This design comes from an exercise in tuning for small area, a short achievable clock period and few clock cycles per item on the open sky130 flow, not from production work.
Where RTL was checked, it was by simulation tests only, not by an equivalence proof against the original.
The RTL of runs 4 to 7 was laid out without a check of its function.
Power and IR drop assume default switching activity.

## flow/config.mk

```make
export PLATFORM = sky130hd
export DESIGN_NAME = tcp_congestion_window_update
export DESIGN_NICKNAME = tcp_congestion_window_update
export VERILOG_FILES = /design/flow/design.v
export SDC_FILE = /design/flow/constraint.sdc
export NUM_CORES = 4
export LEC_CHECK = 0
export CAP_MARGIN = 20
export CORE_MARGIN = 2
export CORE_UTILIZATION = 40
export SETUP_SLACK_MARGIN = 5.0
export SLEW_MARGIN = 20
```

## flow/constraint.sdc

```tcl
create_clock -name core_clock -period 8.5 [get_ports {clk}]
set_input_delay 1.7000 -clock core_clock [delete_from_list [all_inputs] [get_ports {clk}]]
set_output_delay 1.7000 -clock core_clock [all_outputs]
set_load 0.01 [all_outputs]
```

## flow/design.v

```verilog
`default_nettype none
package cwu_pkg;
    localparam int SEG_W      = 16;
    localparam int THRESH_W   = 32;
    localparam int TMO_CFG_W  = 24;
    localparam int CFG_DATA_W = 32;
    localparam int CFG_IDX_W  = 2;
    localparam int OUT_WIN_W  = 32;
    localparam int OUT_TMO_W  = 24;
    localparam int SQ_W       = 2 * SEG_W;
    localparam int DIV_STEPS  = SQ_W;
    localparam int CNT_W      = $clog2(DIV_STEPS);
    localparam logic [SEG_W-1:0]     SEG_RESET    = 16'd1000;
    localparam logic [THRESH_W-1:0]  THRESH_RESET = 32'd64000;
    localparam logic [TMO_CFG_W-1:0] CEIL_RESET   = 24'hFF_FFFF;
    localparam int                   INIT_TMO     = 1000;
    localparam logic OP_TIMEOUT = 1'b0;
    localparam logic OP_ACK     = 1'b1;
    typedef enum logic [CFG_IDX_W-1:0] {
        REG_SEGMENT_SIZE = 2'd0,
        REG_SSTHRESH     = 2'd1,
        REG_INIT_TIMEOUT = 2'd2,
        REG_CEILING      = 2'd3
    } cfg_reg_t;
    typedef struct packed {
        logic accept;
        logic square;
        logic div_step;
        logic commit;
    } cwu_cmd_t;
    typedef struct packed {
        logic need_div;
        logic out_free;
    } cwu_status_t;
endpackage
`default_nettype wire
`default_nettype none
module tcp_congestion_window_update #(
    parameter int WINDOW_BITS  = 32,
    parameter int TIMEOUT_BITS = 24
) (
    input  wire logic                             clk,
    input  wire logic                             rst_n,
    input  wire logic                             cfg_write,
    input  wire logic [cwu_pkg::CFG_IDX_W-1:0]    cfg_index,
    input  wire logic [cwu_pkg::CFG_DATA_W-1:0]   cfg_data,
    input  wire logic                             in_valid,
    output logic                                  in_ready,
    input  wire logic                             operation,
    input  wire logic                             new_data_acked,
    output logic                                  out_valid,
    input  wire logic                             out_ready,
    output logic [cwu_pkg::OUT_WIN_W-1:0]         window,
    output logic [cwu_pkg::OUT_TMO_W-1:0]         timeout_value,
    output logic                                  retransmit,
    output logic                                  restart_timer,
    output logic                                  in_avoidance
);
    localparam logic [1:0] ST_IDLE = 2'd0;
    localparam logic [1:0] ST_DIV  = 2'd1;    
    localparam logic [1:0] ST_FIN  = 2'd2;    
    logic [15:0] seg_reg;
    logic [31:0] thr_reg;
    logic [23:0] ceil_reg;
    logic [31:0] sq_reg;
    logic        sq_busy;
    logic [4:0]  sq_cnt;       
    logic        sq_bit;       
    logic [31:0] win_reg;
    logic [23:0] tmo_reg;
    logic        ov_reg;
    logic        rex_reg;
    logic        avo_reg;
    logic        f0v, f0op, f0nd;
    logic        f1v, f1op, f1nd;
    logic [1:0]  st;
    logic [32:0] rem_reg;      
    logic [31:0] q_reg;
    logic [4:0]  j_reg;        
    logic        nb_reg;       
    logic [4:0]  mm_reg;       
    logic        qz_reg;       
    logic        stale_reg;    
    logic        avoid;
    logic        free;
    logic        push;
    logic        head_div;
    logic [4:0]  msb_w;
    logic [4:0]  msb_s;
    logic [5:0]  kdiff;
    logic [31:0] rem_init;
    logic [4:0]  psel;
    logic        nb_next;
    logic        sub1;
    logic [32:0] y1;
    logic        qb1;
    logic        sq_clear;
    logic [32:0] bx;
    logic [31:0] add_b;
    logic [32:0] add_s;
    logic [31:0] win_sat;
    logic [24:0] tmo_dbl;
    logic [23:0] tmo_new;
    logic        pop;
    logic        commit_nd;    
    logic        commit_fin;   
    logic        start;        
    logic        load_start;
    logic        is_to, is_ss, is_dz;
    assign avoid    = win_reg >= thr_reg;
    assign free     = !ov_reg || out_ready;
    assign push     = in_valid && !f1v;
    assign head_div = f0op && f0nd;
    always_comb begin
        msb_w = '0;
        msb_s = '0;
        for (int i = 0; i < 32; i++) begin
            if (win_reg[i]) msb_w = i[4:0];
            if (sq_reg[i])  msb_s = i[4:0];
        end
    end
    assign kdiff = {1'b0, msb_s} - {1'b0, msb_w};
    assign rem_init = sq_busy ? 32'd0 : (sq_reg >> 1) >> mm_reg;
    assign psel     = (st == ST_DIV) ? j_reg - 5'd1 : mm_reg;
    assign nb_next  = sq_reg[psel];
    assign sq_clear = sq_busy && sq_cnt[4];
    assign sub1 = !rem_reg[32] && !sq_busy;
    assign bx   = sq_busy ? (sq_bit ? {17'd0, seg_reg} : 33'd0) : ({1'b0, win_reg} ^ {33{sub1}});
    assign y1   = {rem_reg[31:0], nb_reg} + bx + {32'd0, sub1};
    assign qb1  = !y1[32];
    assign add_b   = (st == ST_FIN) ? q_reg : {16'd0, seg_reg};
    assign add_s   = {1'b0, win_reg} + {1'b0, add_b};
    assign win_sat = add_s[32] ? 32'hFFFF_FFFF : add_s[31:0];
    assign tmo_dbl = {tmo_reg, 1'b0};
    assign tmo_new = (tmo_dbl > {1'b0, ceil_reg}) ? ceil_reg : tmo_dbl[23:0];
    assign is_to  = !f0op;
    assign is_ss  = head_div && !avoid;
    assign is_dz  = head_div && avoid && (qz_reg || win_reg == '0);   
    always_comb begin
        commit_nd  = 1'b0;
        commit_fin = 1'b0;
        start      = 1'b0;
        if (st == ST_FIN) begin
            commit_fin = free;
            start      = free && f0v && head_div && !qz_reg && !stale_reg && !sq_busy;
        end else if (st == ST_IDLE && f0v) begin
            if (head_div && avoid && !is_dz)
                start = !stale_reg && !sq_busy;
            else
                commit_nd = free && !(is_dz && (stale_reg || sq_busy));
        end
    end
    assign pop        = commit_nd || start;
    assign load_start = (st == ST_IDLE) || (st == ST_FIN && free);
    always_ff @(posedge clk or negedge rst_n) begin
        if (!rst_n) begin
            seg_reg   <= 16'd1000;
            thr_reg   <= 32'd64000;
            ceil_reg  <= 24'hFF_FFFF;
            sq_busy   <= 1'b1;        
            sq_cnt    <= 5'd16;
            win_reg   <= 32'd1000;
            tmo_reg   <= 24'd1000;
            ov_reg    <= 1'b0;
            f0v       <= 1'b0;
            f1v       <= 1'b0;
            st        <= ST_IDLE;
            stale_reg <= 1'b1;
        end else begin
            if (cfg_write) begin
                case (cfg_index)
                    2'd0: begin
                        seg_reg <= cfg_data[15:0];
                        sq_busy <= 1'b1;
                        sq_cnt  <= 5'd16;
                    end
                    2'd1: thr_reg  <= cfg_data;
                    2'd3: ceil_reg <= cfg_data[23:0];
                    default: ;
                endcase
            end
            if (sq_busy && !(cfg_write && cfg_index == 2'd0)) begin
                sq_cnt <= sq_cnt - 5'd1;
                if (sq_cnt == 5'd0)
                    sq_busy <= 1'b0;
            end
            if (pop) begin
                f0v <= f1v || push;
                f1v <= 1'b0;
            end else if (push) begin
                if (f0v) f1v <= 1'b1;
                else     f0v <= 1'b1;
            end
            if (commit_nd || commit_fin)
                ov_reg <= 1'b1;
            else if (out_ready)
                ov_reg <= 1'b0;
            if (commit_fin) begin
                win_reg <= win_sat;
            end else if (commit_nd) begin
                if (is_to) begin
                    win_reg <= {16'd0, seg_reg};
                    tmo_reg <= tmo_new;
                end else if (is_ss) begin
                    win_reg <= win_sat;
                end else if (is_dz && win_reg == '0) begin
                    win_reg <= 32'hFFFF_FFFF;
                end
            end
            stale_reg <= (commit_nd && is_to) || sq_busy;
            if (start)
                st <= ST_DIV;
            else if (commit_fin)
                st <= ST_IDLE;
            else if (st == ST_DIV && j_reg == 5'd0)
                st <= ST_FIN;
        end
    end
    always_ff @(posedge clk) begin
        sq_bit <= seg_reg[4'(sq_cnt - 5'd1)];
        if (sq_busy && sq_cnt == 5'd0 && !(cfg_write && cfg_index == 2'd0))
            sq_reg <= y1[31:0];
        mm_reg <= kdiff[4:0];
        qz_reg <= kdiff[5] || (sq_reg == '0);
        if (pop) begin
            f0op <= f1v ? f1op : operation;
            f0nd <= f1v ? f1nd : new_data_acked;
        end else if (push && !f0v) begin
            f0op <= operation;
            f0nd <= new_data_acked;
        end
        if (push && f0v && !pop) begin
            f1op <= operation;
            f1nd <= new_data_acked;
        end
        if (commit_nd) begin
            rex_reg <= is_to;
            avo_reg <= avoid;
        end else if (commit_fin) begin
            rex_reg <= 1'b0;
            avo_reg <= 1'b1;
        end
        if (st == ST_DIV || (sq_busy && !sq_clear)) begin
            rem_reg <= y1;
            j_reg   <= j_reg - 5'd1;
        end else begin
            rem_reg <= {1'b0, rem_init};
            j_reg   <= mm_reg;
        end
        nb_reg <= nb_next && !sq_busy;
        if (st == ST_DIV)
            q_reg <= {q_reg[30:0], qb1};
        else if (load_start)
            q_reg <= '0;
    end
    assign in_ready      = !f1v;
    assign out_valid     = ov_reg;
    assign window        = win_reg;
    assign timeout_value = tmo_reg;
    assign retransmit    = rex_reg;
    assign restart_timer = rex_reg;
    assign in_avoidance  = avo_reg;
endmodule
`default_nettype wire
```

## flow/flow/run.sh

```bash
#!/bin/bash
# Standard layout, with plain buffers (not delay cells) on the ports.
set -e
export BUFFER_PORTS_ARGS="-buffer_cell sky130_fd_sc_hd__buf_2"
bash standard.sh SETUP_SLACK_MARGIN=6.0 finish > standard.log 2>&1
```

## flow/standard.sh

```bash
#!/bin/bash
# synth_recipe.tcl (not shown) runs the flow's synth.tcl, then flattens the netlist and writes it again
# the make line also repeats each setting of config.mk as NAME=value (left out here)
make -C /OpenROAD-flow-scripts/flow DESIGN_CONFIG=/design/flow/config.mk WORK_HOME=/design/flow/orfs CLKGATE_MAP_FILE= SYNTH_SCRIPT=/design/flow/synth_recipe.tcl "${@:-finish}"
```

==> results of run 1 <==
[cell type report]
| cell class | count | area, µm² | area share |
|---|---|---|---|
| Clock buffer | 44 | 917 | 0.0387 |
| Clock inverter | 12 | 193 | 0.00813 |
| Inverter | 96 | 363 | 0.0153 |
| Multi-Input combinational cell | 1384 | 12000 | 0.506 |
| Sequential cell | 256 | 6640 | 0.280 |
| Tap cell | 585 | 732 | 0.0309 |
| Timing Repair Buffer | 327 | 2870 | 0.121 |
[Yosys cell counts, types with 8 or more instances]
cell type | n | share of area
a211oi_1 | 22 | 0.0094
a21o_1 | 44 | 0.019
a21oi_1 | 126 | 0.036
a31oi_1 | 14 | 0.0050
a32o_1 | 8 | 0.0046
and2_1 | 55 | 0.020
and3_1 | 9 | 0.0032
buf_2 | 15 | 0.0043
clkbuf_1 | 47 | 0.010
dfrtp_1 | 89 | 0.13
dfstp_2 | 51 | 0.077
dfxtp_1 | 46 | 0.053
edfxtp_1 | 70 | 0.12
ha_1 | 127 | 0.091
inv_1 | 94 | 0.020
mux2_2 | 105 | 0.068
mux2i_1 | 62 | 0.035
mux4_2 | 24 | 0.031
nand2_1 | 142 | 0.030
nand2b_1 | 17 | 0.0061
nand3_1 | 22 | 0.0063
nand4_1 | 13 | 0.0046
nor2_1 | 142 | 0.030
nor3_1 | 23 | 0.0066
nor3b_1 | 9 | 0.0039
nor4_1 | 15 | 0.0054
o21a_1 | 17 | 0.0073
o21ai_0 | 125 | 0.036
o21bai_1 | 14 | 0.0060
o22ai_1 | 24 | 0.0086
o31ai_1 | 10 | 0.0043
xnor2_1 | 38 | 0.019
xor2_1 | 58 | 0.029
[routing by layer]
layer	up-vias	wire, µm	global-route usage	part of all wire
met5	-	0	0	0
met4	0	1840	0.0764	0.033
met3	120	3200	0.0337	0.058
met2	463	26700	0.409	0.48
met1	7528	23600	0.313	0.43
li1	7162	-	-	-
[cell families after synthesis]
group,Yosys count,share of synthesized area
muxes,193,0.136
and+or+nand+nor,484,0.134
adders and majority gates,131,0.0954
AOI/OAI and AO/OA,475,0.173
xor gates and xnor gates,96,0.0481
buffers and inverters,168,0.0378
DFF,256,0.377
[how the worst max path moves through the flow]
stage,from,slack (ps),to
finish,st[0]$_DFFE_PN0P_,5060,win_reg[20]$_DFFE_PN0P_
global route,st[0]$_DFFE_PN0P_,4990,win_reg[20]$_DFFE_PN0P_
CTS,st[0]$_DFFE_PN0P_,5180,win_reg[6]$_DFFE_PN1P_
detailed placement,out_ready,4340,win_reg[30]$_DFFE_PN0P_
global placement,out_ready,4420,win_reg[24]$_DFFE_PN0P_
floorplan,st[1]$_DFFE_PN0P_,5250,win_reg[28]$_DFFE_PN0P_
[timing repair]
| item | CTS | global route |
|---|---|---|
| setup buffers | 163 | 48 |
| resized for setup | 279 | 145 |
| gates cloned | 8 | 1 |
| hold buffers | 0 | 0 |
| pin swaps | 98 | 92 |
| setup endpoints to repair | 274 | 262 |
[power breakdown]
part	switching [mW]	internal, mW
clock network	0.561	0.872
logic	1.25	1.14
registers	0.178	1.52
total	1.99	3.54
[per-stage QoR]
step	cell area [µm²]	util
2_1_floorplan	18000	-
3_3_place_gp	18800	0.437
3_5_place_dp	18800	0.437
4_1_cts	22700	0.527
5_1_grt	23700	0.550
6_report	23700	0.550
==> impl_metrics.toml, run 1 <==
[final_layout]
drive_gt1_frac = 0.406
syn2layout_area_growth_pct = 35.5
fill_cells = 3699
diodes = 0
layout_commonest_cell = "buf_4"
fin_nets = 2267
final_cells = 2704
largest_reg_flops = 33
final_cell_mix = "167 x buf_4, 129 x nor2_1, 128 x nand2_1"

[detailed_routing]
route.vias.total = 15300
wl_um = 55400
dr.pass1.iters = 5
drt-vias-per-instance = 5.65
ant_nets = 0
drc = 0
drt_iter0_markers = 979
avgRoutedWirePerCell_um = 20.5

[cts]
cts_max_level = 1
clk_latency_ps = 620
clock_path_buffers = 3
cts_buffers = 30
clock_sinks = 256
clock_tree.root_cell = "clkbuf_16"
clk_pin_slew_ps = 60
cts_tree = "built"

[timing]
fin_ws_ps = 5060
holdWs_ps = 492
fin_setup_tns_ps = 0
setup_viol = 0
fmaxAchievable_mhz = 291
worst_clock_skew_ps = 59.4
worstMarginPinSlew_ps = 786
slew_viol_final = 0
min_period_ps = 3440
maxSlewHeadroom = 0.475
timing.final.crit_share = 0.404
rsz0062_at_grt = "true"
hold_viol = 0

[synth]
synth_edf_count = 70
synthArstFlopShare = 0.547
synth.distinct_cells = 83
synth-main-ff-cell = "dfrtp_1"
netlist_instances = 1803
postSynthAreaPerCell_um2 = 9.70
syn-cell-area_um2 = 17500
synth-seq-cells = 256
syn_nets = 1975
yosysWarnings = 1
ys_seq_area_frac = 0.377

[worst_setup_path]
rr_worst_depth = 15
crit_buf_inv = 3
rrSetupSlack_ps = 5060
worstPathCellList = "nor2b_4 > buf_12 > buf_16 > buf_4 > mux2_2 > ha_4 > nand2_1 > nor2_2 > nand2_1 > o221ai_4 > a21oi_2 > o21ai_2 > mux2_2 > nor3_1 > o2bb2ai_1"
path_class = "register to register"
r2r_start = "st[0]$_DFFE_PN0P_"
endpoint_kind = "register"
critical_path_arrival_ps = 3930
path_max_fanout = 5
r2r-end = "win_reg[20]$_DFFE_PN0P_"
required_ps = 8990
critical_path_cell_count = 15
critPathSlowestCell = "dfrtp_2"
path_delay_family = "simple AND/OR/NAND/NOR gates"
start_kind = "register"
cpPeakStageDelay_ps = 430

[place]
place_worst_setup_slack_ps = 4340
dp_hpwl_um = 36400
dp.cells = 2428
port_buffers = 101
gp_congestion = 0.927

[global_route]
grt_pass1_wl_um = 84800
grt_overflow = 0
grt_max_degree = 72
grt_usage = 0.239
grt_pass1_vias = 15300
antenna_found_initial = 0

[power_and_ir_drop]
p_total_mw = 5.53
vdd_drop_max_v = 0.000167
leakagePower_nw = 10.3
power_density_nw_per_um2 = 233

[status]
status = "no timing/DRC/antenna violations"

[floorplan]
start_util = 0.406
ios = 102
design.core.area_um2 = 43100
die_h_um = 213
num_rows = 76
die_width_um = 213
fp.dieArea_um2 = 45400

[worst_hold_path]
hp-class = "register to register"
hold_path_end = "j_reg[0]$_DFF_P_"
whs_path_depth = 1
min_from = "j_reg[0]$_DFF_P_"

[job]
maxCapViolations = 0
Testbench counts, summed over its fixed seeds: cycles 24,030, items 4,800.
==> run 2, diff against run 1 <==
==> flow/flow/run.sh (replaced) <==
#!/bin/bash
# Standard layout, with plain buffers (not delay cells) on the ports.
set -e
export BUFFER_PORTS_ARGS="-buffer_cell sky130_fd_sc_hd__buf_2"
bash standard.sh > standard.log 2>&1
--- a/flow/config.mk
+++ b/flow/config.mk
@@ -8,5 +8,6 @@
 export CAP_MARGIN = 20
 export CORE_MARGIN = 2
 export CORE_UTILIZATION = 40
+export CTS_BUF_LIST = sky130_fd_sc_hd__clkbuf_4
 export SETUP_SLACK_MARGIN = 5.0
 export SLEW_MARGIN = 20
==> impl_metrics.toml, run 2 <==
[status]
status = "no timing/DRC/antenna violations"

[worst_hold_path]
hp-class = "register to register"

[floorplan]
start_util = 0.406
die_h_um = 213
die_width_um = 213
design.core.area_um2 = 43100
ios = 102
num_rows = 76
fp.dieArea_um2 = 45400

[detailed_routing]
wl_um = 50300
drt_iter0_markers = 758
route.vias.total = 14500
drt-vias-per-instance = 5.58
drc = 0
ant_nets = 0
dr.pass1.iters = 5
avgRoutedWirePerCell_um = 19.3

[synth]
synth.top_cells.by_area = "dfrtp_1 13%, edfxtp_1 12%, ha_1 9.1%, dfstp_2 7.7%, mux2_2 6.8%"
postSynthAreaPerCell_um2 = 9.70
ys_seq_area_frac = 0.377
synth_edf_count = 70
synth.distinct_cells = 83
synth-main-ff-cell = "dfrtp_1"
syn-cell-area_um2 = 17500
syn_nets = 1975
synth_top_area_cell = "dfrtp_1"
netlist_instances = 1803
synthArstFlopShare = 0.547
yosysWarnings = 1
synth-seq-cells = 256
synth_top_cells_by_count = "142 x nand2_1, 142 x nor2_1, 127 x ha_1"
synth_top_area_share = 0.127

[timing]
slew_viol_final = 0
hold_viol = 0
worstMarginPinSlew_ps = 856
holdWs_ps = 498
maxSlewHeadroom = 0.428
min_period_ps = 3500
rsz0062_at_grt = "true"
fin_ws_ps = 5000
worst_clock_skew_ps = 33.9
setup_viol = 0
timing.final.crit_share = 0.411
fmaxAchievable_mhz = 286
fin_setup_tns_ps = 0

[final_layout]
syn2layout_area_growth_pct = 16.3
layout_commonest_cell = "nand2_1"
multi_input_area_um2 = 10700
fin_util = 0.472
fin_nets = 2133
final_cell_mix = "139 x nand2_1, 135 x nor2_1, 122 x ha_1"
fill_cells = 4085
largest_reg_flops = 33
drive_gt1_frac = 0.276
regArea_um2 = 6600

[cts]
cts_tree = "built"
clock_sinks = 256
clock_path_buffers = 3
clk_pin_slew_ps = 70
clock_tree.root_cell = "clkbuf_4"
cts_buffers = 71
ctsHoldBuffers = 0
clk_latency_ps = 720
cts_max_level = 3

[global_route]
grt_overflow = 0
grt_max_degree = 78
grt_pass1_vias = 14600
grt_pass1_wl_um = 79200
grt_usage = 0.223
antenna_found_initial = 1

[power_and_ir_drop]
vdd_drop_max_v = 0.000112
p_total_mw = 4.71
combPwrFrac = 0.392
power.internal_mw = 2.95
clockPowerShare = 0.251
power_density_nw_per_um2 = 231
leakagePower_nw = 9.09
sw_frac_of_total = 0.374
power.switching_mw = 1.76
seq_power_share = 0.357

[worst_setup_path]
start_kind = "register"
required_ps = 9100
path_class = "register to register"
endpoint_kind = "register"
critical_path_arrival_ps = 4090
path_max_fanout = 6

[place]
place_worst_setup_slack_ps = 3970
dp_hpwl_um = 36000
gp_congestion = 0.905
port_buffers = 101

[job]
maxCapViolations = 0
[run 2: cell counts after synthesis]
Identical to the previous run, type by type.
[run 2: path summary, 6_finish.rpt]
path,from,endpoint,slack (ps),cells past startpoint
worst max register to register,st[0]$_DFFE_PN0P_,win_reg[29]$_DFFE_PN0P_,5000,15
worst max-delay path,st[0]$_DFFE_PN0P_,win_reg[29]$_DFFE_PN0P_,5000,15
max in group asynchronous,rst_n,win_reg[4]$_DFFE_PN0P_,6080,2
worst min register to register,j_reg[0]$_DFF_P_,j_reg[0]$_DFF_P_,500,1
min in group asynchronous,rst_n,tmo_reg[21]$_DFFE_PN0P_,1020,1
worst min-delay path,j_reg[0]$_DFF_P_,j_reg[0]$_DFF_P_,500,1
[run 2: kinds of logic (layout without fill, tap and decap cells)]
logic type                 after synthesis  in the layout  share of synthesized area
and+or+nand+nor                        484            485                      0.134
AOI/OAI and AO/OA                      475            476                      0.173
DFF                                    256            256                      0.377
muxes                                  193            193                      0.136
buffers and inverters                  168            378                     0.0378
adders and majority gates              131            131                     0.0954
xor gates and xnor gates                96             96                     0.0481
other                                    0              1                          0
[run 2: power groups by stage]
stage	sequential, mW	clock (mW)	combinational, mW
floorplan	1.62	0	1.31
global placement	1.71	0	1.62
detailed placement	1.72	0	1.66
CTS	1.68	1.22	1.76
global route	1.71	1.28	2.03
finish	1.68	1.18	1.85
[run 2: layer usage]
layer,global-route usage,share of wire,up-vias
met4,0.0714,0.021,0
met2,0.376,0.48,416
li1,-,-,6947
met3,0.0359,0.052,70
met1,0.292,0.44,7068
met5,0,0,-
[run 2: metrics by stage]
step	std cells	cell area (µm²)
global route	2601	20300
global placement	2432	18600
finish	2601	20300
detailed placement	2432	18600
CTS	2582	19900
floorplan	1803	17500
[run 2: layout make-up]
class                   count  area share
well taps                 585      0.0360
clock inverters            22     0.00695
diodes                      1    0.000123
repair buffers            155      0.0495
inverters                  96      0.0177
clock buffers             105      0.0387
multi-input cells        1381       0.527
flip-flops and latches    256       0.324
[run 2: repair_timing]
| item | in CTS | in global routing |
|---|---|---|
| buffers inserted | 21 | 16 |
| endpoints found under the setup margin | 82 | 43 |
| pin swaps | 19 | 32 |
| resized for setup | 51 | 68 |
| cloned | 2 | 2 |
[run 2: critical path, stage by stage, from the launching register on]
cell	delay, ps
dfrtp_2	450
nor2b_4	130
buf_6	130
mux2_4	320
ha_4	170
fa_2	370
a211oi_2	270
o21ai_2	110
o22ai_2	240
o221ai_4	210
nand4b_1	190
o2bb2ai_4	210
nand2_4	140
buf_6	180
nor3_2	160
a21oi_1	100
==> run 3, diff against run 2 <==
==> flow/flow/run.sh (replaced) <==
#!/bin/bash
# Standard layout, with plain buffers (not delay cells) on the ports.
set -e
cp standard.sh standard.sh.txt 2>/dev/null || true
export BUFFER_PORTS_ARGS="-buffer_cell sky130_fd_sc_hd__buf_2"
bash standard.sh > standard.log 2>&1
--- a/flow/config.mk
+++ b/flow/config.mk
@@ -8,6 +8,5 @@
 export CAP_MARGIN = 20
 export CORE_MARGIN = 2
 export CORE_UTILIZATION = 40
-export CTS_BUF_LIST = sky130_fd_sc_hd__clkbuf_4
 export SETUP_SLACK_MARGIN = 5.0
 export SLEW_MARGIN = 20
==> impl_metrics.toml, run 3 <==
[global_route]
grt_overflow = 0
grt_pass1_vias = 14100
grt_max_degree = 78
grt_usage = 0.218
antenna_found_initial = 0
grt_pass1_wl_um = 78200

[timing]
hold_viol = 0
min_period_ps = 3460
fmaxAchievable_mhz = 289
worstMarginPinSlew_ps = 1080
worst_clock_skew_ps = 31.4
timing.final.crit_share = 0.408
fin_ws_ps = 5040
slew_viol_final = 0
maxSlewHeadroom = 0.283
fin_setup_tns_ps = 0
setup_viol = 0
rsz0062_at_grt = "true"

[worst_setup_path]
start_kind = "register"
r2r_start = "st[0]$_DFFE_PN0P_"
required_ps = 8940
path_class = "register to register"
critical_path_arrival_ps = 3900
endpoint_kind = "register"
rrSetupSlack_ps = 5040
rr_worst_depth = 14
path_max_fanout = 14
r2r-end = "win_reg[20]$_DFFE_PN0P_"

[place]
place_worst_setup_slack_ps = 3970
gp_congestion = 0.905
port_buffers = 101
dp_hpwl_um = 36000

[synth]
synth-compound-area-share = 0.173
synthArstFlopShare = 0.547
synth_top_area_share = 0.127
yosysWarnings = 1
postSynthAreaPerCell_um2 = 9.70
yosys.area_share.simple = 0.134
syn-cell-area_um2 = 17500
ys_seq_area_frac = 0.377
synth-main-ff-cell = "dfrtp_1"
synth_top_family_by_area = "compound AO/OA/AOI/OAI gates"
synth_adder_area_share = 0.0954
synth.top_cells.by_area = "dfrtp_1 13%, edfxtp_1 12%, ha_1 9.1%, dfstp_2 7.7%, mux2_2 6.8%"
synth-seq-cells = 256
synthMuxAreaShare = 0.136
synth_top_area_cell = "dfrtp_1"
syn_nets = 1975
synth-xor-area-share = 0.0481
synth_edf_count = 70
synth_top_cells_by_count = "142 x nand2_1, 142 x nor2_1, 127 x ha_1"
synth.distinct_cells = 83
netlist_instances = 1803

[worst_hold_path]
hold_path_end = "j_reg[0]$_DFF_P_"
hp-class = "register to register"
min_from = "j_reg[0]$_DFF_P_"
whs_path_depth = 1

[job]
maxCapViolations = 0

[power_and_ir_drop]
sw_frac_of_total = 0.360
leakagePower_nw = 8.95
power_density_nw_per_um2 = 236
clockPowerShare = 0.266
seq_power_share = 0.353
power.internal_mw = 3.05
combPwrFrac = 0.381
power.switching_mw = 1.72
vdd_drop_max_v = 0.000127

[final_layout]
diodes = 0
largest_reg_flops = 33
fill_cells = 4058
fin_nets = 2085
final_cell_mix = "139 x nand2_1, 138 x nor2_1, 126 x ha_1"
layout_commonest_cell = "nand2_1"
drive_gt1_frac = 0.241
syn2layout_area_growth_pct = 15.6

[detailed_routing]
drt_iter0_markers = 767
route.vias.total = 14100
ant_nets = 0
dr.pass1.iters = 5
avgRoutedWirePerCell_um = 19.5
drc = 0
wl_um = 49200
drt-vias-per-instance = 5.60

[cts]
clk_pin_slew_ps = 60
clk_latency_ps = 580
cts_max_level = 1
clock_tree.root_cell = "clkbuf_16"
clock_sinks = 256
cts_tree = "built"
ctsHoldBuffers = 0
clock_path_buffers = 3
cts_buffers = 28

[floorplan]
start_util = 0.406
die_h_um = 213
num_rows = 76
design.core.area_um2 = 43100
fp.dieArea_um2 = 45400
die_width_um = 213
ios = 102

[status]
status = "no timing/DRC/antenna violations"
==> run 3: cell type report <==
cell class / instances / area [µm²] / share of cell area
clock buffer: 36 / 752 / 0.0372
clock inverter: 16 / 191 / 0.00947
inverter: 96 / 360 / 0.0178
multi-input combinational: 1380 / 10600 / 0.525
sequential: 256 / 6600 / 0.326
tap: 585 / 732 / 0.0362
timing repair buffer: 151 / 965 / 0.0477
==> run 3: stage by stage <==
step | power (mW) | instance area [µm²] | utilization | cells | hold slack, ps
after floorplan | 2.93 | 17500 | - | 1803 | 446
after global placement | 3.34 | 18600 | 0.431 | 2432 | 467
after detailed placement | 3.37 | 18600 | 0.431 | 2432 | 477
after CTS | 4.73 | 19900 | 0.462 | 2505 | 491
after global routing | 5.05 | 20200 | 0.469 | 2520 | 510
final | 4.77 | 20200 | 0.469 | 2520 | 495
==> run 3: cell families after synthesis <==
group | Yosys count
flip-flops | 256
AO/OA/AOI/OAI | 475
multiplexers | 193
XOR/XNOR | 96
adder cells (fa/ha/maj) | 131
buffers and inverters | 168
AND/OR/NAND/NOR | 484
==> run 3: routing by layer <==
metal	global-route usage	wire length, µm	vias to the layer above
met5	0	0	-
met4	0.0534	995	0
met3	0.0228	2290	54
met2	0.375	23800	354
met1	0.295	22100	6902
li1	-	-	6806
==> run 3: how the worst max path moves through the flow <==
stage	startpoint	to	slack [ps]	cells after the start
after floorplan	sq_busy$_DFF_PN1_	q_reg[0]$_SDFFCE_PN0P_	5060	15
after global placement	sq_busy$_DFF_PN1_	q_reg[0]$_SDFFCE_PN0P_	4090	15
after detailed placement	sq_busy$_DFF_PN1_	q_reg[0]$_SDFFCE_PN0P_	3970	15
after CTS	sq_busy$_DFF_PN1_	q_reg[0]$_SDFFCE_PN0P_	4970	15
after global routing	sq_busy$_DFF_PN1_	sq_reg[31]$_DFFE_PP_	4880	13
final	st[0]$_DFFE_PN0P_	win_reg[20]$_DFFE_PN0P_	5040	14
==> run 3: worst max-delay path, cell delays in order, from the launching register on <==
cell       delay [ps]
dfrtp_2           430
nor2b_4           240
buf_12            190
mux2_2            340
ha_1              370
nand2_1           120
nor2_2            200
nand2_1           120
o221ai_4          280
buf_4             170
a21oi_2            70
o21ai_2           200
mux2_2            360
nor3_2            160
o2bb2ai_1          70
==> run 3: repair_timing <==
action | in CTS | in global routing
pin swaps | 20 | 29
resized for setup | 49 | 45
gates cloned | 1 | 1
endpoints found under the setup margin | 81 | 49
setup buffers | 20 | 14
==> run 3: power groups by stage <==
| stage | Clock, mW | Sequential, mW | Combinational [mW] |
|---|---|---|---|
| final | 1.27 | 1.68 | 1.82 |
| after global routing | 1.35 | 1.71 | 2.00 |
| after CTS | 1.29 | 1.68 | 1.75 |
| after detailed placement | 0 | 1.72 | 1.66 |
| after global placement | 0 | 1.71 | 1.62 |
| after floorplan | 0 | 1.62 | 1.31 |
==> run 4, diff against run 3 <==
--- a/flow/design.v
+++ b/flow/design.v
@@ -63,6 +63,7 @@
     logic [31:0] thr_reg;
     logic [23:0] ceil_reg;
     logic [31:0] sq_reg;
+    logic        sq_done;      
     logic        sq_busy;
     logic [4:0]  sq_cnt;       
     logic        sq_bit;       
@@ -120,6 +121,7 @@
         end
     end
     assign kdiff = {1'b0, msb_s} - {1'b0, msb_w};
+    assign sq_busy  = !sq_done;
     assign rem_init = sq_busy ? 32'd0 : (sq_reg >> 1) >> mm_reg;
     assign psel     = (st == ST_DIV) ? j_reg - 5'd1 : mm_reg;
     assign nb_next  = sq_reg[psel];
@@ -157,7 +159,7 @@
             seg_reg   <= 16'd1000;
             thr_reg   <= 32'd64000;
             ceil_reg  <= 24'hFF_FFFF;
-            sq_busy   <= 1'b1;        
+            sq_done   <= 1'b0;        
             sq_cnt    <= 5'd16;
             win_reg   <= 32'd1000;
             tmo_reg   <= 24'd1000;
@@ -171,7 +173,7 @@
                 case (cfg_index)
                     2'd0: begin
                         seg_reg <= cfg_data[15:0];
-                        sq_busy <= 1'b1;
+                        sq_done <= 1'b0;
                         sq_cnt  <= 5'd16;
                     end
                     2'd1: thr_reg  <= cfg_data;
@@ -182,7 +184,7 @@
             if (sq_busy && !(cfg_write && cfg_index == 2'd0)) begin
                 sq_cnt <= sq_cnt - 5'd1;
                 if (sq_cnt == 5'd0)
-                    sq_busy <= 1'b0;
+                    sq_done <= 1'b1;
             end
             if (pop) begin
                 f0v <= f1v || push;
==> flow/flow/run.sh (replaced) <==
#!/bin/bash
# Standard layout, with plain buffers (not delay cells) on the ports.
set -e
export BUFFER_PORTS_ARGS="-buffer_cell sky130_fd_sc_hd__buf_2"
bash standard.sh > standard.log 2>&1
==> impl_metrics.toml, run 4 <==
[status]
status = "no timing/DRC/antenna violations"

[synth]
yosysWarnings = 1
synth_adder_area_share = 0.0960
synth-main-ff-cell = "dfrtp_1"
synth_top_family_by_area = "compound AO/OA/AOI/OAI gates"
synth_edf_count = 70
synth.top_cells.by_area = "dfrtp_1 13%, edfxtp_1 12%, ha_1 9.1%, dfstp_2 7.6%, mux2_2 6.2%"
synth-xor-area-share = 0.0504
syn-cell-area_um2 = 17400
yosysMostFrequentCell = "nand2_1"
synth_top_area_share = 0.130
synth-compound-area-share = 0.169
synth-seq-cells = 256
postSynthAreaPerCell_um2 = 9.75
synth_top_cells_by_count = "158 x nand2_1, 136 x nor2_1, 127 x ha_1"
ys_seq_area_frac = 0.379
synthArstFlopShare = 0.547
netlist_instances = 1783
synthMuxAreaShare = 0.131
yosys.area_share.simple = 0.136
synth.distinct_cells = 89
synth_top_area_cell = "dfrtp_1"
syn_nets = 1955

[power_and_ir_drop]
leakagePower_nw = 9.54
power_density_nw_per_um2 = 236
vdd_drop_max_v = 0.000181

[global_route]
grt_usage = 0.221
grt_overflow = 0
grt_pass1_wl_um = 78700
grt_max_degree = 84
antenna_found_initial = 0
grt_pass1_vias = 14300

[worst_setup_path]
start_kind = "register"
crit_buf_inv = 2
path_max_fanout = 8
cpPeakStageDelay_ps = 400
critPathSlowestCell = "dfrtp_2"
path_delay_family = "compound AO/OA/AOI/OAI gates"
endpoint_kind = "register"
rrSetupSlack_ps = 4640
worstPathCellList = "nor2b_4 > buf_12 > mux2_4 > ha_4 > fa_2 > a211o_1 > a211oi_2 > nor2_2 > a41oi_2 > nor2b_2 > a21oi_4 > or4_4 > a311oi_4 > buf_4 > or2b_4 > o22ai_2 > a21oi_2"
required_ps = 8960
critical_path_arrival_ps = 4330
path_class = "register to register"

[timing]
min_period_ps = 3860
rsz0062_at_grt = "true"
hold_viol = 0
maxSlewHeadroom = 0.313
worstMarginPinSlew_ps = 1030
setup_viol = 0
fin_setup_tns_ps = 0
timing.final.crit_share = 0.454
holdWs_ps = 495
fmaxAchievable_mhz = 259
worst_clock_skew_ps = 26.8
slew_viol_final = 0

[cts]
clk_latency_ps = 580
cts_tree = "built"
cts_max_level = 1
cts_buffers = 30
clock_tree.root_cell = "clkbuf_16"
clock_path_buffers = 3
clock_sinks = 256
ctsHoldBuffers = 0
clk_pin_slew_ps = 70

[final_layout]
diodes = 0
fill_cells = 3976
largest_reg_flops = 33
drive_gt1_frac = 0.308
layout_commonest_cell = "nand2_1"
final_cell_mix = "155 x nand2_1, 121 x nor2_1, 109 x ha_1"
syn2layout_area_growth_pct = 21.7
fin_nets = 2119

[place]
gp_congestion = 0.891
dp_hpwl_um = 35400
port_buffers = 101

[floorplan]
die_h_um = 212
num_rows = 76
fp.dieArea_um2 = 45100
ios = 102
start_util = 0.404
die_width_um = 212
design.core.area_um2 = 43000

[detailed_routing]
avgRoutedWirePerCell_um = 19.5
drc = 0
drt_iter0_markers = 745
route.vias.total = 14200
ant_nets = 0
dr.pass1.iters = 5
drt-vias-per-instance = 5.54
wl_um = 49900

[job]
maxCapViolations = 0

[worst_hold_path]
hp-class = "register to register"
-- run 4: timing repair --
action	CTS	global route
resized for setup	74	92
setup endpoints to repair	98	60
buffers inserted	52	26
pin swaps	51	53
endpoints found under the hold margin	0	0
cloned	5	0
-- run 4: logic make-up after synthesis --
kind of cell / Yosys count
AND/OR/NAND/NOR: 496
AO/OA/AOI/OAI: 450
flip-flops: 256
multiplexers: 179
buffers and inverters: 171
adder cells (fa/ha/maj): 131
XOR/XNOR: 100
-- run 4: area by class of cell --
cell class / count / area [µm²] / area share
multi-input cells: 1359 / 11000 / 0.519
flip-flops and latches: 256 / 6610 / 0.313
repair buffers: 196 / 1350 / 0.0637
clock buffers: 34 / 797 / 0.0377
well taps: 585 / 732 / 0.0346
inverters: 103 / 399 / 0.0189
clock inverters: 22 / 283 / 0.0134
repair inverters: 1 / 8.76 / 0.000414
-- run 4: final timing paths --
check / cells past startpoint / end / from
setup / recovery: 17 / win_reg[1]$_DFFE_PN0P_ / st[1]$_DFFE_PN0P_
hold / removal: 1 / j_reg[0]$_DFF_P_ / j_reg[0]$_DFF_P_
setup reg to reg: 17 / win_reg[1]$_DFFE_PN0P_ / st[1]$_DFFE_PN0P_
hold reg to reg: 1 / j_reg[0]$_DFF_P_ / j_reg[0]$_DFF_P_
max in group asynchronous: 2 / sq_done$_DFF_PN0_ / rst_n
min in group asynchronous: 1 / tmo_reg[13]$_DFFE_PN0P_ / rst_n
-- run 4: through the flow --
step	total power [mW]	cell area (µm²)	std cells	worst slack, ps	utilization
after detailed placement	3.31	18700	2417	3440	0.435
after floorplan	2.89	17600	1783	4870	-
after CTS	4.87	20600	2530	4710	0.480
final	4.99	21200	2556	4640	0.492
after global routing	5.28	21200	2556	4560	0.492
after global placement	3.28	18700	2417	3600	0.435
-- run 4: report_power, final --
group          switching (mW)  internal, mW  total, mW
sequential              0.173          1.52       1.70
clock                   0.552         0.857       1.41
combinational            1.02         0.862       1.88
total                    1.75          3.24       4.99
-- run 4: per-layer routing --
metal | GRT usage | vias to the layer above | part of all wire
met5 | 0 | - | 0
met4 | 0.0704 | 0 | 0.030
met1 | 0.286 | 6921 | 0.44
li1 | - | 6798 | -
met2 | 0.383 | 339 | 0.49
met3 | 0.0270 | 98 | 0.045
==> run 5, diff against run 4 <==
--- a/flow/design.v
+++ b/flow/design.v
@@ -97,7 +97,6 @@
     logic        qb1;
     logic        sq_clear;
     logic [32:0] bx;
-    logic [31:0] add_b;
     logic [32:0] add_s;
     logic [31:0] win_sat;
     logic [24:0] tmo_dbl;
@@ -130,8 +129,7 @@
     assign bx   = sq_busy ? (sq_bit ? {17'd0, seg_reg} : 33'd0) : ({1'b0, win_reg} ^ {33{sub1}});
     assign y1   = {rem_reg[31:0], nb_reg} + bx + {32'd0, sub1};
     assign qb1  = !y1[32];
-    assign add_b   = (st == ST_FIN) ? q_reg : {16'd0, seg_reg};
-    assign add_s   = {1'b0, win_reg} + {1'b0, add_b};
+    assign add_s   = {1'b0, win_reg} + {1'b0, q_reg};
     assign win_sat = add_s[32] ? 32'hFFFF_FFFF : add_s[31:0];
     assign tmo_dbl = {tmo_reg, 1'b0};
     assign tmo_new = (tmo_dbl > {1'b0, ceil_reg}) ? ceil_reg : tmo_dbl[23:0];
@@ -252,8 +250,10 @@
         nb_reg <= nb_next && !sq_busy;
         if (st == ST_DIV)
             q_reg <= {q_reg[30:0], qb1};
+        else if (start)
+            q_reg <= '0;
         else if (load_start)
-            q_reg <= '0;
+            q_reg <= {16'd0, seg_reg};
     end
     assign in_ready      = !f1v;
     assign out_valid     = ov_reg;
==> impl_metrics.toml, run 5 <==
[status]
status = "no timing/DRC/antenna violations"

[cts]
cts_max_level = 1
clock_path_buffers = 3
cts_tree = "built"
clk_latency_ps = 600
cts_buffers = 31
clock_sinks = 256
clk_pin_slew_ps = 70
clock_tree.root_cell = "clkbuf_16"

[timing]
fin_ws_ps = 5000
setup_viol = 0
worst_clock_skew_ps = 25.1
fin_setup_tns_ps = 0
slew_viol_final = 0
holdWs_ps = 490
maxSlewHeadroom = 0.317
hold_viol = 0
timing.final.crit_share = 0.412
worstMarginPinSlew_ps = 1020
fmaxAchievable_mhz = 286
min_period_ps = 3500
rsz0062_at_grt = "true"

[worst_hold_path]
hp-class = "register to register"

[detailed_routing]
route.vias.total = 14500
avgRoutedWirePerCell_um = 19.2
dr.pass1.iters = 7
ant_nets = 0
drt-vias-per-instance = 5.60
wl_um = 49700
drc = 0
drt_iter0_markers = 1030

[global_route]
grt_pass1_vias = 14100
grt_max_degree = 73
gr-usage-met2 = 0.367
grt_pass1_wl_um = 77100
grt_overflow = 0
grt_util_met3 = 0.0321
top_usage_layer = "met2"
antenna_found_initial = 1
grt_usage = 0.217
gr-usage-met1 = 0.288

[synth]
yosysWarnings = 1
synth_top_area_share = 0.130
synthArstFlopShare = 0.547
yosys.area_share.simple = 0.142
yosysMostFrequentCell = "nand2_1"
synth-main-ff-cell = "dfrtp_1"
synth_adder_area_share = 0.0965
synthMuxAreaShare = 0.117
netlist_instances = 1830
synth-compound-area-share = 0.174
synth.top_cells.by_area = "dfrtp_1 13%, edfxtp_1 12%, ha_1 9.2%, dfstp_2 7.6%, dfxtp_1 5.3%"
synth_top_family_by_area = "compound AO/OA/AOI/OAI gates"
synth_top_area_cell = "dfrtp_1"
syn_nets = 2002
synth_top_cells_by_count = "197 x nand2_1, 135 x nor2_1, 127 x ha_1"
synth.distinct_cells = 78
postSynthAreaPerCell_um2 = 9.45
synth-xor-area-share = 0.0501
syn-cell-area_um2 = 17300
ys_seq_area_frac = 0.381
synth_edf_count = 70
synth-seq-cells = 256

[worst_setup_path]
start_kind = "register"
required_ps = 8830
endpoint_kind = "register"
critical_path_arrival_ps = 3830
path_max_fanout = 8
path_class = "register to register"

[floorplan]
design.core.area_um2 = 42900
num_rows = 76
start_util = 0.403
fp.dieArea_um2 = 44900
die_width_um = 212
die_h_um = 212
ios = 102

[final_layout]
final_cell_mix = "193 x nand2_1, 131 x nor2_1, 119 x ha_1"
fin_util = 0.486
diodes = 0
largest_reg_flops = 33
drive_gt1_frac = 0.260
syn2layout_area_growth_pct = 20.4
layout_commonest_cell = "nand2_1"
fill_cells = 3980
fin_nets = 2149

[power_and_ir_drop]
p_total_mw = 4.90
leakagePower_nw = 9.39
vdd_drop_max_v = 0.000154
power_density_nw_per_um2 = 235

[place]
dp_hpwl_um = 35600
place_worst_setup_slack_ps = 3660
port_buffers = 101
gp_congestion = 0.925

[job]
maxCapViolations = 0
## run 5: cell types whose count changed after synthesis, moves of 6 or more
cell,before,now
buf_1,6,13
a211oi_1,19,30
nand2_1,158,197
o22ai_2,10,0
o211ai_1,3,11
and2_1,54,32
o22ai_1,16,29
nand3_1,17,32
a31oi_1,8,18
mux2_2,95,78
a21oi_1,114,120
mux2i_1,53,59
a21oi_2,12,0
o21ai_0,103,119
## run 5: per-layer routing
metal,wire length (µm),up-vias
li1,-,6947
met1,21900,7041
met2,23900,398
met3,2540,87
met4,1410,2
met5,13,-
## run 5: worst max-delay path: stages (launching register included)
cell	delay [ps]
dfrtp_2	420
nor2b_2	60
buf_6	130
buf_6	130
buf_4	140
nand2_1	60
o21ai_0	130
ha_1	390
o21a_1	200
o31ai_4	90
a21o_1	230
a2111oi_4	390
o21ai_2	120
o21ai_2	160
a221o_1	190
a21oi_2	60
xor2_1	240
o22ai_1	100
## run 5: logic make-up after synthesis
| family | count (synthesis) |
|---|---|
| compound gates | 481 |
| xor+xnor | 99 |
| fa+ha+maj | 131 |
| buf+inv | 174 |
| flops | 256 |
| mux | 162 |
| simple gates | 527 |
## run 5: area by class of cell
type / instances / area [µm²] / area share
multi-input combinational: 1401 / 10700 / 0.514
sequential: 256 / 6620 / 0.318
timing repair buffer: 187 / 1230 / 0.0591
clock buffer: 39 / 887 / 0.0426
tap: 585 / 732 / 0.0351
inverter: 99 / 398 / 0.0191
clock inverter: 19 / 245 / 0.0118
timing repair inverter: 1 / 11.3 / 0.000541
## run 5: repair_timing
action                     in CTS  in global routing
pin swaps                      30                 61
hold buffers                    0                  0
buffers inserted               41                 26
gates resized for setup        68                 85
gates cloned                    0                  2
setup endpoints to repair     138                 56
## run 5: through the flow
stage                     area (µm²)  cells
after floorplan                17400   1830
after global placement         18500   2460
after detailed placement       18500   2460
after CTS                      20200   2559
after global routing           20800   2587
final                          20800   2587
## run 5: worst paths after layout
| check | slack (ps) | endpoint | startpoint | cells after the start |
|---|---|---|---|---|
| worst max-delay path | 5000 | q_reg[0]$_DFFE_PP_ | sq_done$_DFF_PN0_ | 17 |
| worst min-delay path | 490 | j_reg[0]$_DFF_P_ | j_reg[0]$_DFF_P_ | 1 |
| worst max register to register | 5000 | q_reg[0]$_DFFE_PP_ | sq_done$_DFF_PN0_ | 17 |
| min in group asynchronous | 1100 | thr_reg[28]$_DFFE_PN0P_ | rst_n | 1 |
| max in group asynchronous | 6030 | tmo_reg[4]$_DFFE_PN0P_ | rst_n | 2 |
| worst min register to register | 490 | j_reg[0]$_DFF_P_ | j_reg[0]$_DFF_P_ | 1 |
## run 5: power breakdown
group | internal (mW) | leakage (nW) | switching [mW]
clock network | 0.892 | 0.557 | 0.580
logic | 0.776 | 6.23 | 0.964
registers | 1.52 | 2.60 | 0.164
total | 3.19 | 9.39 | 1.71
==> run 6, diff against run 5 <==
==> flow/flow/run.sh (replaced) <==
#!/bin/bash
# Standard layout, with plain buffers (not delay cells) on the ports.
set -e
export BUFFER_PORTS_ARGS="-buffer_cell sky130_fd_sc_hd__buf_4"
bash standard.sh > standard.log 2>&1
==> impl_metrics.toml, run 6 <==
[detailed_routing]
dr.pass1.iters = 5
drt_iter0_markers = 843
drt-vias-per-instance = 5.52
drc = 0
avgRoutedWirePerCell_um = 19.0
wl_um = 48900
route.vias.total = 14200
ant_nets = 0

[place]
place_worst_setup_slack_ps = 3630
placed_cell_area_um2 = 18700
port_buffers = 101
gp_congestion = 0.927
dp.cells = 2461
dp_hpwl_um = 35800

[power_and_ir_drop]
leakagePower_nw = 9.25
p_total_mw = 4.69
vdd_drop_max_v = 0.000128
power_density_nw_per_um2 = 227

[worst_setup_path]
crit_top_cell = "o21ai_2"
critical_path_arrival_ps = 3840
critPathSlowestCell = "dfrtp_2"
start_kind = "register"
path_max_fanout = 4
endpoint_kind = "register"
cpPeakStageDelay_ps = 470
worstPathCellList = "nor2b_2 > buf_6 > nand2_2 > o21ai_2 > fa_2 > inv_2 > fa_2 > nor2b_4 > o31ai_4 > a21o_1 > a2111oi_4 > o21ai_2 > o21ai_2 > a221o_1 > a21oi_2 > xor2_1 > o22ai_1"
path_class = "register to register"
path_delay_family = "compound AO/OA/AOI/OAI gates"
required_ps = 8810
crit_buf_inv = 2

[timing]
holdWs_ps = 487
hold_viol = 0
fmaxAchievable_mhz = 283
worstMarginPinSlew_ps = 1010
maxSlewHeadroom = 0.326
fin_ws_ps = 4970
worst_clock_skew_ps = 7.82
rsz0062_at_grt = "true"
min_period_ps = 3530
timing.final.crit_share = 0.415
slew_viol_final = 0
setup_viol = 0
fin_setup_tns_ps = 0

[job]
maxCapViolations = 0

[final_layout]
multi_input_area_um2 = 10500
syn2layout_area_growth_pct = 19.2
largest_reg_flops = 33
drive_gt1_frac = 0.238
final_area_um2 = 20600
diodes = 0
fin_util = 0.481
fin_nets = 2132
final_cell_mix = "194 x nand2_1, 161 x buf_4, 134 x nor2_1"
fill_cells = 4024
final_cells = 2569
regArea_um2 = 6610
layout_commonest_cell = "nand2_1"

[cts]
clock_path_buffers = 3
clock_tree.root_cell = "clkbuf_16"
cts_tree = "built"
clk_latency_ps = 600
cts_max_level = 1
cts_buffers = 31
clock_sinks = 256
clk_pin_slew_ps = 60

[floorplan]
ios = 102
fp.dieArea_um2 = 44900
die_width_um = 212
num_rows = 76
start_util = 0.403
design.core.area_um2 = 42900
die_h_um = 212

[global_route]
grt_overflow = 0
grt_pass1_wl_um = 77200
grt_max_degree = 72
grt_pass1_vias = 14100
antenna_found_initial = 0
grt_usage = 0.218

[synth]
synth-seq-cells = 256
synthArstFlopShare = 0.547
syn-cell-area_um2 = 17300
synth_top_cells_by_count = "197 x nand2_1, 135 x nor2_1, 127 x ha_1"
netlist_instances = 1830
synth.distinct_cells = 78
synth_top_area_share = 0.130
synth_edf_count = 70
syn_nets = 2002
yosysWarnings = 1
synth_top_area_cell = "dfrtp_1"
postSynthAreaPerCell_um2 = 9.45
yosysMostFrequentCell = "nand2_1"
synth-main-ff-cell = "dfrtp_1"
synth.top_cells.by_area = "dfrtp_1 13%, edfxtp_1 12%, ha_1 9.2%, dfstp_2 7.6%, dfxtp_1 5.3%"
ys_seq_area_frac = 0.381

[status]
status = "no timing/DRC/antenna violations"

[worst_hold_path]
hp-class = "register to register"
## run 6: changes by cell type in the layout (fill, tap and decap cells not counted), moves of 5 or more
cell | before | now
buf_2 | 100 | 0
buf_4 | 76 | 161
dfrtp_1 | 71 | 79
dfrtp_2 | 19 | 11
clkbuf_1 | 1 | 7
clkinv_4 | 0 | 5
ha_4 | 5 | 0
## run 6: layout make-up
| cell class | count | share of cell area |
|---|---|---|
| Clock buffer | 45 | 0.0441 |
| Clock inverter | 12 | 0.00594 |
| Inverter | 99 | 0.0186 |
| Tap cell | 585 | 0.0355 |
| Sequential cell | 256 | 0.320 |
| Multi-Input combinational cell | 1400 | 0.510 |
| Timing Repair Buffer | 172 | 0.0657 |
## run 6: repair_timing
item	in CTS	in global routing
cloned	0	1
hold buffers	0	0
resized for setup	41	75
setup buffers	21	29
setup endpoints to repair	96	77
pin swaps	21	67
## run 6: final timing paths
check                                  start                       to  slack [ps]  cells after the start
min                         j_reg[0]$_DFF_P_         j_reg[0]$_DFF_P_         490                      1
min in group asynchronous              rst_n  thr_reg[28]$_DFFE_PN0P_        1110                      1
max in group asynchronous              rst_n          f0v$_DFFE_PN0P_        6000                      2
max reg2reg                sq_done$_DFF_PN0_       q_reg[0]$_DFFE_PP_        4970                     17
max                        sq_done$_DFF_PN0_       q_reg[0]$_DFFE_PP_        4970                     17
min reg2reg                 j_reg[0]$_DFF_P_         j_reg[0]$_DFF_P_         490                      1
## run 6: kinds of logic after synthesis
group	count (synthesis)	synth area share
buf+inv	174	0.0391
fa+ha+maj	131	0.0965
compound gates	481	0.174
xor+xnor	99	0.0501
simple gates	527	0.142
flops	256	0.381
mux	162	0.117
## run 6: layer usage
metal / global-route usage / routed length [µm] / share of wire / vias up
met5: 0 / 0 / 0 / -
met4: 0.0680 / 1480 / 0.030 / 0
met3: 0.0287 / 2350 / 0.048 / 91
met2: 0.369 / 23500 / 0.48 / 337
met1: 0.289 / 21500 / 0.44 / 6852
li1: - / - / - / 6906
## run 6: where the power goes
part	total, mW	leakage [nW]	internal, mW	switching [mW]
logic	1.67	6.12	0.751	0.919
clock network	1.33	0.510	0.778	0.557
registers	1.69	2.61	1.52	0.165
==> run 7, diff against run 6 <==
--- a/flow/design.v
+++ b/flow/design.v
@@ -63,7 +63,6 @@
     logic [31:0] thr_reg;
     logic [23:0] ceil_reg;
     logic [31:0] sq_reg;
-    logic        sq_done;      
     logic        sq_busy;
     logic [4:0]  sq_cnt;       
     logic        sq_bit;       
@@ -82,6 +81,12 @@
     logic [4:0]  mm_reg;       
     logic        qz_reg;       
     logic        stale_reg;    
+    logic        stale2_reg;   
+    logic [5:0]  ql_reg;       
+    logic        qlv_reg;      
+    logic [4:0]  mme_reg;      
+    logic        qze_reg;      
+    logic [5:0]  qlen;
     logic        avoid;
     logic        free;
     logic        push;
@@ -97,6 +102,7 @@
     logic        qb1;
     logic        sq_clear;
     logic [32:0] bx;
+    logic [31:0] add_b;
     logic [32:0] add_s;
     logic [31:0] win_sat;
     logic [24:0] tmo_dbl;
@@ -120,34 +126,39 @@
         end
     end
     assign kdiff = {1'b0, msb_s} - {1'b0, msb_w};
-    assign sq_busy  = !sq_done;
-    assign rem_init = sq_busy ? 32'd0 : (sq_reg >> 1) >> mm_reg;
-    assign psel     = (st == ST_DIV) ? j_reg - 5'd1 : mm_reg;
+    always_comb begin
+        qlen = '0;
+        for (int i = 0; i < 32; i++)
+            if (q_reg[i]) qlen = 6'(i + 1);
+    end
+    assign rem_init = sq_busy ? 32'd0 : (sq_reg >> 1) >> mme_reg;
+    assign psel     = (st == ST_DIV) ? j_reg - 5'd1 : mme_reg;
     assign nb_next  = sq_reg[psel];
     assign sq_clear = sq_busy && sq_cnt[4];
     assign sub1 = !rem_reg[32] && !sq_busy;
     assign bx   = sq_busy ? (sq_bit ? {17'd0, seg_reg} : 33'd0) : ({1'b0, win_reg} ^ {33{sub1}});
     assign y1   = {rem_reg[31:0], nb_reg} + bx + {32'd0, sub1};
     assign qb1  = !y1[32];
-    assign add_s   = {1'b0, win_reg} + {1'b0, q_reg};
+    assign add_b   = (st == ST_FIN) ? q_reg : {16'd0, seg_reg};
+    assign add_s   = {1'b0, win_reg} + {1'b0, add_b};
     assign win_sat = add_s[32] ? 32'hFFFF_FFFF : add_s[31:0];
     assign tmo_dbl = {tmo_reg, 1'b0};
     assign tmo_new = (tmo_dbl > {1'b0, ceil_reg}) ? ceil_reg : tmo_dbl[23:0];
     assign is_to  = !f0op;
     assign is_ss  = head_div && !avoid;
-    assign is_dz  = head_div && avoid && (qz_reg || win_reg == '0);   
+    assign is_dz  = head_div && avoid && (qze_reg || win_reg == '0);   
     always_comb begin
         commit_nd  = 1'b0;
         commit_fin = 1'b0;
         start      = 1'b0;
         if (st == ST_FIN) begin
             commit_fin = free;
-            start      = free && f0v && head_div && !qz_reg && !stale_reg && !sq_busy;
+            start      = free && f0v && head_div && !qze_reg && !stale_reg && !stale2_reg && !sq_busy;
         end else if (st == ST_IDLE && f0v) begin
             if (head_div && avoid && !is_dz)
-                start = !stale_reg && !sq_busy;
+                start = !stale_reg && !stale2_reg && !sq_busy;
             else
-                commit_nd = free && !(is_dz && (stale_reg || sq_busy));
+                commit_nd = free && !(is_dz && (stale_reg || stale2_reg || sq_busy));
         end
     end
     assign pop        = commit_nd || start;
@@ -157,7 +168,7 @@
             seg_reg   <= 16'd1000;
             thr_reg   <= 32'd64000;
             ceil_reg  <= 24'hFF_FFFF;
-            sq_done   <= 1'b0;        
+            sq_busy   <= 1'b1;        
             sq_cnt    <= 5'd16;
             win_reg   <= 32'd1000;
             tmo_reg   <= 24'd1000;
@@ -166,12 +177,14 @@
             f1v       <= 1'b0;
             st        <= ST_IDLE;
             stale_reg <= 1'b1;
+            stale2_reg <= 1'b1;
+            qlv_reg   <= 1'b0;
         end else begin
             if (cfg_write) begin
                 case (cfg_index)
                     2'd0: begin
                         seg_reg <= cfg_data[15:0];
-                        sq_done <= 1'b0;
+                        sq_busy <= 1'b1;
                         sq_cnt  <= 5'd16;
                     end
                     2'd1: thr_reg  <= cfg_data;
@@ -182,7 +195,7 @@
             if (sq_busy && !(cfg_write && cfg_index == 2'd0)) begin
                 sq_cnt <= sq_cnt - 5'd1;
                 if (sq_cnt == 5'd0)
-                    sq_done <= 1'b1;
+                    sq_busy <= 1'b0;
             end
             if (pop) begin
                 f0v <= f1v || push;
@@ -207,7 +220,12 @@
                     win_reg <= 32'hFFFF_FFFF;
                 end
             end
-            stale_reg <= (commit_nd && is_to) || sq_busy;
+            stale_reg  <= (commit_nd && is_to) || sq_busy;
+            stale2_reg <= stale_reg;
+            if ((commit_nd && is_to) || sq_busy)
+                qlv_reg <= 1'b0;
+            else if (commit_fin)
+                qlv_reg <= 1'b1;
             if (start)
                 st <= ST_DIV;
             else if (commit_fin)
@@ -222,6 +240,15 @@
             sq_reg <= y1[31:0];
         mm_reg <= kdiff[4:0];
         qz_reg <= kdiff[5] || (sq_reg == '0);
+        if (commit_fin)
+            ql_reg <= qlen;
+        if (qlv_reg && {1'b0, mm_reg} >= ql_reg) begin
+            mme_reg <= 5'(ql_reg - 6'd1);
+            qze_reg <= qz_reg || (ql_reg == 6'd0);
+        end else begin
+            mme_reg <= mm_reg;
+            qze_reg <= qz_reg;
+        end
         if (pop) begin
             f0op <= f1v ? f1op : operation;
             f0nd <= f1v ? f1nd : new_data_acked;
@@ -245,15 +272,13 @@
             j_reg   <= j_reg - 5'd1;
         end else begin
             rem_reg <= {1'b0, rem_init};
-            j_reg   <= mm_reg;
+            j_reg   <= mme_reg;
         end
         nb_reg <= nb_next && !sq_busy;
         if (st == ST_DIV)
             q_reg <= {q_reg[30:0], qb1};
-        else if (start)
+        else if (load_start)
             q_reg <= '0;
-        else if (load_start)
-            q_reg <= {16'd0, seg_reg};
     end
     assign in_ready      = !f1v;
     assign out_valid     = ov_reg;
==> flow/flow/run.sh (replaced) <==
#!/bin/bash
# Standard layout, with plain buffers (not delay cells) on the ports.
set -e
export BUFFER_PORTS_ARGS="-buffer_cell sky130_fd_sc_hd__buf_2"
bash standard.sh > standard.log 2>&1
==> impl_metrics.toml, run 7 <==
[cts]
clk_pin_slew_ps = 60
clock_path_buffers = 3
clk_latency_ps = 540
cts_max_level = 2
cts_buffers = 34
ctsHoldBuffers = 0
clock_sinks = 270
clock_tree.root_cell = "clkbuf_16"
cts_tree = "built"

[timing]
worst_clock_skew_ps = 18.1
setup_viol = 0
timing.final.crit_share = 0.440
rsz0062_at_grt = "true"
worstMarginPinSlew_ps = 1070
fin_setup_tns_ps = 0
fmaxAchievable_mhz = 268
min_period_ps = 3740
holdWs_ps = 369
slew_viol_final = 0
maxSlewHeadroom = 0.283
fin_ws_ps = 4760
hold_viol = 0

[detailed_routing]
avgRoutedWirePerCell_um = 20.2
route.vias.total = 15900
wl_um = 55500
drt-vias-per-instance = 5.79
drt_iter0_markers = 1149
ant_nets = 0
drc = 0
dr.pass1.iters = 5

[synth]
synth.top_cells.by_area = "edfxtp_1 12%, dfrtp_1 12%, ha_1 8.9%, dfstp_2 7.3%, mux2_2 6.2%"
syn-cell-area_um2 = 18800
ys_seq_area_frac = 0.369
yosysWarnings = 1
yosysMostFrequentCell = "nor2_1"
synthArstFlopShare = 0.526
synth.distinct_cells = 87
synth_top_area_cell = "edfxtp_1"
synth-main-ff-cell = "dfrtp_1"
synth_top_area_share = 0.121
synth_edf_count = 76
synth_top_cells_by_count = "158 x nor2_1, 154 x nand2_1, 133 x ha_1"
postSynthAreaPerCell_um2 = 9.55
netlist_instances = 1967
syn_nets = 2145
synth-seq-cells = 270

[global_route]
grt_pass1_wl_um = 87200
grt_max_degree = 84
grt_util_met3 = 0.0254
gr-usage-met1 = 0.304
grt_overflow = 0
antenna_found_initial = 0
grt_pass1_vias = 15700
gr-usage-met2 = 0.388
grt_usage = 0.228
top_usage_layer = "met2"

[floorplan]
die_width_um = 221
fp.dieArea_um2 = 48700
ios = 102
design.core.area_um2 = 46500
start_util = 0.405
die_h_um = 221
num_rows = 79

[place]
place_worst_setup_slack_ps = 3970
gp_congestion = 0.904
port_buffers = 101
dp.cells = 2621
dp_hpwl_um = 39800

[final_layout]
final_cells = 2746
drive_gt1_frac = 0.256
syn2layout_area_growth_pct = 18.3
fin_nets = 2291
largest_reg_flops = 33
fin_util = 0.478
layout_commonest_cell = "nor2_1"
final_cell_mix = "155 x nor2_1, 151 x nand2_1, 120 x inv_1, 120 x ha_1, 114 x a21oi_1"
diodes = 0

[worst_setup_path]
required_ps = 8930
critical_path_arrival_ps = 4170
path_delay_family = "compound AO/OA/AOI/OAI gates"
crit_buf_inv = 3
critPathSlowestCell = "dfrtp_2"
start_kind = "register"
path_class = "register to register"
critPathLaunch = "st[0]$_DFFE_PN0P_"
cpPeakStageDelay_ps = 420
r2r_start = "st[0]$_DFFE_PN0P_"
path_max_fanout = 6
worstPathCellList = "nor2b_4 > buf_12 > buf_12 > buf_4 > mux2_2 > ha_4 > a21o_1 > a211oi_2 > nor4_1 > o21ai_1 > a211oi_2 > o41a_4 > or3b_4 > a22o_1"
endpoint_kind = "register"

[job]
maxCapViolations = 0

[power_and_ir_drop]
leakagePower_nw = 9.77
vdd_drop_max_v = 0.000213
power_density_nw_per_um2 = 234

[status]
status = "no timing/DRC/antenna violations"

[worst_hold_path]
min_from = "stale_reg$_DFF_PN1_"
hp-class = "register to register"
run 7: logic make-up (layout without fill, tap and decap cells):
group / count (synthesis) / after routing / share of synthesized area
simple gates: 553 / 554 / 0.143
compound gates: 538 / 538 / 0.188
xor+xnor: 84 / 84 / 0.0391
buf+inv: 196 / 367 / 0.0410
fa+ha+maj: 137 / 137 / 0.0928
mux: 189 / 189 / 0.128
flops: 270 / 270 / 0.369
run 7: power breakdown:
group / switching (mW) / leakage, nW / internal, mW / total (mW)
clock: 0.597 / 0.613 / 0.985 / 1.58
sequential: 0.166 / 2.73 / 1.60 / 1.76
combinational: 1.03 / 6.42 / 0.815 / 1.85
run 7: path summary, 6_finish.rpt:
path | to | slack [ps] | cells after the start
worst min register to register | stale2_reg$_DFF_PN1_ | 370 | 0
worst max register to register | win_reg[17]$_DFFE_PN0P_ | 4760 | 14
max in group asynchronous | win_reg[0]$_DFFE_PN0P_ | 5850 | 2
min in group asynchronous | thr_reg[30]$_DFFE_PN0P_ | 1230 | 1
worst max-delay path | win_reg[17]$_DFFE_PN0P_ | 4760 | 14
worst min-delay path | stale2_reg$_DFF_PN1_ | 370 | 0
run 7: through the flow:
step,power (mW),instance area (µm²)
final,5.19,22200
after detailed placement,3.42,20000
after global placement,3.39,20000
after CTS,5.10,21900
after floorplan,3.00,18900
after global routing,5.49,22200
run 7: timing repair:
| item | 4_1_cts | 5_1_grt |
|---|---|---|
| setup buffers | 33 | 27 |
| endpoints found under the setup margin | 80 | 81 |
| pin swaps | 28 | 22 |
| cloned | 3 | 0 |
| gates resized for setup | 63 | 46 |
run 7: layout make-up:
class | count | area, µm²
multi-input combinational | 1502 | 11600
clock inverter | 16 | 191
timing repair buffer | 180 | 1220
inverter | 125 | 473
sequential | 270 | 6970
fill | 4336 | 24200
clock buffer | 46 | 1040
tap | 607 | 759
run 7: routing by layer:
metal | up-vias | wire (µm)
li1 | 7541 | -
met1 | 7840 | 24500
met2 | 451 | 27100
met3 | 75 | 2670
met4 | 0 | 1270
met5 | - | 0

## static timing again, ports no longer ideal
How much do the figures lean on ideal ports? The routed layouts below were timed once more, with nothing changed but the port constraints. Step 1 assumes that a clkbuf_16 drives the clock port and a buf_2 every other input. Step 2 moves the port delays by t, midway between the first and last clock arrival at a register: inputs arrive t later, outputs are due t later. That takes back most of the time a late clock gives input paths. Slacks: no drivers / after step 1 / after step 2; pairs: no drivers / after step 1.
| run | t, ns | setup slack, ns | worst hold slack (ns) | latest minus earliest clock arrival (ns) | pins driven straight from the clock port |
|---|---|---|---|---|---|
| run 1 | 0.645 | 5.062 / 5.062 / 4.768 | 0.492 / 0.492 / 0.492 | 0.062 / 0.062 | 1 |
| run 2 | 0.762 | 5.004 / 5.004 / 4.481 | 0.498 / 0.498 / 0.498 | 0.034 / 0.034 | 1 |
| run 3 | 0.617 | 5.035 / 5.035 / 4.558 | 0.495 / 0.495 / 0.495 | 0.032 / 0.031 | 1 |
| run 4 | 0.623 | 4.638 / 4.638 / 4.638 | 0.495 / 0.495 / 0.495 | 0.029 / 0.028 | 1 |
| run 5 | 0.649 | 4.999 / 4.999 / 4.428 | 0.490 / 0.490 / 0.490 | 0.026 / 0.026 | 1 |
| run 6 | 0.649 | 4.968 / 4.968 / 4.545 | 0.487 / 0.487 / 0.487 | 0.008 / 0.008 | 1 |
| run 7 | 0.590 | 4.762 / 4.762 / 4.671 | 0.369 / 0.369 / 0.369 | 0.022 / 0.022 | 1 |
After both steps every run listed still meets setup and hold. The setup slack of run 5, which loses most, moves by 0.000 ns with the drivers and by -0.571 ns with both steps.
